From an optimization exercise on the open Yosys and OpenROAD flow, aimed at small area, a short achievable clock period and few clock cycles per item; shortcuts taken in it are not production practice. The RTL was checked by simulation tests, not by an equivalence proof against the original design. Power and IR drop assume default switching activity.

## flow/design.v (module list and top-level ports; edited modules follow where they fit)
// module yuv2rgb_top: 1707 lines
// module csa_fa: 4 lines
module yuv2rgb_top
(
	input logic CLOCK_50_I,
	input logic resetn,
	input logic in_valid,
	output logic in_ready,
	input logic [7:0] y,
	input logic [7:0] u,
	input logic [7:0] v,
	output logic out_valid,
	input logic out_ready,
	output logic [7:0] r,
	output logic [7:0] g,
	output logic [7:0] b
);
  // ...
==> flow/run.sh <==
#!/bin/bash
# synth_recipe.tcl (not shown) runs the flow's synth.tcl, then flattens the netlist and writes it again
# the make line also repeats each setting of config.mk as NAME=value (left out here)
make -C /OpenROAD-flow-scripts/flow DESIGN_CONFIG=/design/flow/config.mk WORK_HOME=/design/flow/orfs CLKGATE_MAP_FILE= SYNTH_SCRIPT=/design/flow/synth_recipe.tcl finish
==> flow/config.mk <==
export PLATFORM = sky130hd
export DESIGN_NAME = yuv2rgb_top
export DESIGN_NICKNAME = yuv2rgb_top
export VERILOG_FILES = /design/flow/design.v
export SDC_FILE = /design/flow/constraint.sdc
export NUM_CORES = 4
export LEC_CHECK = 0
export ABC_CLOCK_PERIOD_IN_PS = 4000
export CAP_MARGIN = 20
export CORE_MARGIN = 2
export CORE_UTILIZATION = 40
export SETUP_SLACK_MARGIN = 3.5
export SLEW_MARGIN = 20
export SYNTH_HIERARCHICAL = 1
==> flow/constraint.sdc <==
create_clock -name core_clock -period 8.0 [get_ports {CLOCK_50_I}]
set_input_delay 1.6000 -clock core_clock [delete_from_list [all_inputs] [get_ports {CLOCK_50_I}]]
set_output_delay 1.6000 -clock core_clock [all_outputs]
set_load 0.01 [all_outputs]
==> results.sh, run 1 <==
export IMPL_outcome="finished clean"
export IMPL_dp_hpwl_um=14500
export IMPL_die_area_um2=22400
export IMPL_hold_path_class="reg2reg"
export IMPL_maxCapViolCount=0
export IMPL_ys_flop_type="edfxtp_1"
export IMPL_powerDensity_nw_per_um2=346
export IMPL_ff2ff_setup_slack_ps=3720
export IMPL_fp_dieH_um=150
export IMPL_critical_path_max_stage_delay_ps=550
export IMPL_power_switching_w=0.00144
export IMPL_clock_area_frac=0.0353
export IMPL_synth_compound_area_frac=0.0912
export IMPL_crit_end="in_ready"
export IMPL_start_util=0.406
export IMPL_grt_use_met1=0.242
export IMPL_synth_xor_area_frac=0.0393
export IMPL_worstPathArrival_ps=2770
export IMPL_seq_share=0.211
export IMPL_diodes=0
export IMPL_multi_input_cells=514
export IMPL_internal_power_w=0.00204
export IMPL_holdPathStages=1
export IMPL_cts_tree="done"
export IMPL_antenna_found_initial=0
export IMPL_postCtsSetupBuffers=19
export IMPL_setup_viol=0
export IMPL_nClkBuffers=10
Testbench counts, summed over its fixed seeds: cycles 32,016, pixels 32,000.
==> run 2: changes to the inputs <==
==> flow/flow/run.sh (new file) <==
#!/bin/bash
# The standard layout (standard.sh: ORFS synthesis to final layout), with one
# change: the buffers that buffer_ports puts on every input and output port are
# plain sky130_fd_sc_hd__buf_2 cells instead of the default (a slow delay
# buffer).  Every port still gets its own buffer; the resizer may resize them.
set -euo pipefail
bash standard.sh "BUFFER_PORTS_ARGS=-buffer_cell sky130_fd_sc_hd__buf_2" finish > flow_standard.log 2>&1
==> flow/standard.sh (new file) <==
#!/bin/bash
# synth_recipe.tcl (not shown) runs the flow's synth.tcl, then flattens the netlist and writes it again
# the make line also repeats each setting of config.mk as NAME=value (left out here)
make -C /OpenROAD-flow-scripts/flow DESIGN_CONFIG=/design/flow/config.mk WORK_HOME=/design/flow/orfs CLKGATE_MAP_FILE= SYNTH_SCRIPT=/design/flow/synth_recipe.tcl "${@:-finish}"
removed: flow/run.sh
==> run 2 against run 1 <==
  * Still clean
  * Via count increased by 0.73%
  * Final area decreased by 2.1%
  * First-iteration DRC count rose by 1.3%
  * Core utilization decreased by 1.0 points
  * Sequential power rose by 0.7%
  * Synthesized area unchanged
  * Non-clock buffer count up 16
  * Sequential share of layout area rose by 0.46 points
  * Clock skew fell by 1.8 ps
  * Critical path type is now reg2reg
  * Largest cell class unchanged
==> results.sh, run 2 <==
export IMPL_crit_type="reg2reg"
export IMPL_cts_root_buf="clkbuf_16"
export IMPL_p_leak_nw=4.29
export IMPL_crit_fanout=5
export IMPL_relSlewSlack=0.414
export IMPL_crit_top_cell="fa_1"
export IMPL_ys_ff_latch=71
export IMPL_end_kind="flip-flop"
export IMPL_io_pins=54
export IMPL_startpoint_type="flip-flop"
export IMPL_dieWidth_um=150
export IMPL_synth_edf_count=69
export IMPL_antenna_found_initial=0
export IMPL_grt_pass1_vias=5392
export IMPL_largest_register_ffs=23
export IMPL_synth_fp_nets=970
export IMPL_syn_inst=701
export IMPL_finalSetupTns_ps=0
export IMPL_wl_per_cell_um=16.5
export IMPL_cp_slowest_cell="fa_1"
export IMPL_cts_sinks=71
export IMPL_grt_max_degree=40
export IMPL_netlist_top_cells_area="fa_1, edfxtp_1, ha_1"
export IMPL_grt_overflow_total=0
export IMPL_maxSlewViolCount=0
export IMPL_rsz0062_at_grt="no"
export IMPL_num_nets_final=1088
export IMPL_routed_wl_um=18200
export IMPL_worstPathArrival_ps=4410
export IMPL_start_util=0.406
export IMPL_critical_path_max_stage_delay_ps=570
export IMPL_period_share=0.539
export IMPL_yosysMostFrequentCell="fa_1"
export IMPL_ys_flop_type="edfxtp_1"
export IMPL_cts_tree="done"
export IMPL_use_met2=0.281
export IMPL_top_usage_layer="met2"
export IMPL_multiInputGateArea_um2=5930
export IMPL_outcome="finished clean"
export IMPL_period_needed_ps=4310
export IMPL_grt_usage=0.175
export IMPL_crit_chain="buf_4 > fa_1 > fa_1 > fa_1 > fa_1 > ha_1 > a21o_1 > a21o_1 > or3_1 > o211a_1 > nor2_1 > xor2_1"
export IMPL_routed_via_count=5379
export IMPL_drtIter0Drc=233
export IMPL_numCtsBuffers=9
export IMPL_gp_congestion=0.866
export IMPL_insertion_delay_ps=350
export IMPL_final_core_util=0.472
export IMPL_n_fill_cell=1940
export IMPL_yosysTopAreaCell="fa_1"
export IMPL_ant_nets=0
export IMPL_area_growth_pct=16.2
export IMPL_route_detailed_drc=0
export IMPL_dp_hpwl_um=14500
export IMPL_clockBufferDepth=2
export IMPL_fp_dieH_um=150
export IMPL_finalClockSkew_ps=5.60
export IMPL_syn_cell_area_um2=8480
export IMPL_setup_viol=0
export IMPL_cts_clk_slew_worst_paths_ps=60
export IMPL_powerDensity_nw_per_um2=341
export IMPL_p_total_w=0.00336
export IMPL_grt_pass1_wl_um=29000
export IMPL_grtUsageMet3=0.0323
export IMPL_netlist_area_leader_share=0.354
export IMPL_fmax_mhz=232
export IMPL_synthDistinctLibCells=60
export IMPL_coreArea_um2=20900
export IMPL_grt_use_met1=0.239
export IMPL_tightest_slew_ps=879
export IMPL_mostFrequentLayoutCell="fa_1"
export IMPL_vdd_drop_max_mv=0.160
export IMPL_firstDrtPassIters=4
export IMPL_io_buffer_count=53
export IMPL_ff2ff_setup_slack_ps=3690
export IMPL_drive_above_1_share=0.187
export IMPL_async_reset_ff_frac=0.0282
export IMPL_final_cell_mix="fa_1, inv_1, ha_1"
export IMPL_area_sequential_um2=2120
export IMPL_yosysSeqAreaShare=0.250
export IMPL_viasPerCell=4.89
export IMPL_hold_viol=0
export IMPL_diodes=0
export IMPL_maxCapViolCount=0
export IMPL_yosys_warnings=7
export IMPL_top_register="ypa"
export IMPL_synth_area_per_cell_um2=12.1
export IMPL_hold_path_class="reg2reg"
export IMPL_htreeDepth=3
export IMPL_num_rows=53
export IMPL_die_area_um2=22400
export IMPL_crit_required_ps=8090
export IMPL_ys_top_cells_by_count="fa_1, inv_1, ha_1, nor2_1, edfxtp_1"
## run 2: cells by family after synthesis
family / after synthesis / share of synthesized area
AND/OR/NAND/NOR: 135 / 0.0757
AO/OA/AOI/OAI: 97 / 0.0912
adder cells (fa/ha/maj): 243 / 0.491
buffers and inverters: 116 / 0.0514
XOR/XNOR: 38 / 0.0393
flip-flops: 71 / 0.250
multiplexers: 1 / 0.00118
## run 2: worst paths after layout
path | cells past startpoint | startpoint | endpoint
max | 12 | ua[6] | gq_c[6]
min | 1 | a_valid | out_valid
max reg2reg | 12 | ua[6] | gq_c[6]
min reg2reg | 1 | a_valid | out_valid
max in group asynchronous | 1 | resetn | a_valid
min in group asynchronous | 1 | resetn | out_valid
## run 2: what timing repair did
item,4_1_cts,5_1_grt
endpoints found under the setup margin,2,13
resized for setup,0,1
hold buffers,0,0
pin swaps,0,1
setup buffers,10,46
## run 2: critical path, delay by kind of cell (launching register included)
family          cells  cell delay (ps)
compound gates      3              590
xor+xnor            1               90
fa+ha+maj           5             2240
buf+inv             1              210
flops               1              480
simple gates        2              440
## run 2: layer usage
layer,vias up,share of wire,routed length [µm]
met3,25,0.042,770
met4,0,0.025,452
met5,-,0,0
met2,113,0.48,8740
met1,2647,0.45,8220
li1,2594,-,-
## run 2: area by class of cell
type                            instances  share of cell area
Inverter                              110              0.0419
Clock inverter                          7             0.00724
Clock buffer                            9              0.0228
Timing Repair Buffer                  113              0.0764
Sequential cell                        71               0.215
Tap cell                              275              0.0349
Multi-Input combinational cell        514               0.601
## run 2: Yosys stat by module (local to each module, per instance)
module | flip-flops and latches | times used | cell area [µm²] | cells inside
csa_fa | 0 | 147 | 20.0 | 1
yuv2rgb_top | 71 | 1 | 5540 | 554
## run 2: report_power, final
group	switching, W	internal [W]	total, W
Sequential	0.0000859	0.000653	0.000739
Clock	0.000164	0.000241	0.000405
Combinational	0.00118	0.00103	0.00221
## run 2: through the flow
step	cell area [µm²]	cells	hold WS (ps)	worst slack, ps
2_1_floorplan	8480	701	449	3680
3_3_place_gp	9100	1027	478	3380
5_1_grt	9860	1099	521	3500
3_5_place_dp	9100	1027	479	3340
4_1_cts	9480	1053	494	3520
6_report	9860	1099	495	3690

afterwards: timing with drivers on the ports:
The results above use ideal ports. As a check the final layouts listed here were re-extracted and re-timed, cells and wires unchanged. Step 1 assumes that a clkbuf_16 drives the clock port and a buf_2 every other input. Step 2 moves the port delays by t, midway between the first and last clock arrival at a register: inputs arrive t later, outputs are due t later. That takes back most of the time a late clock gives input paths. Three values: ideal, step 1, step 2; two values: the first two.
run | shift t [ns] | slack for setup (ns) | worst setup path at the end | worst register clock-pin slew, ns
run 1 | 0.392 | 3.630 / 3.607 / 3.300 | input to register | 0.06 / 0.06
run 2 | 0.390 | 3.689 / 3.689 / 3.348 | input to register | 0.06 / 0.06
After both steps every run listed still meets setup and hold. The setup slack of run 2, which loses most, moves by 0.000 ns with the drivers and by -0.341 ns with both steps.
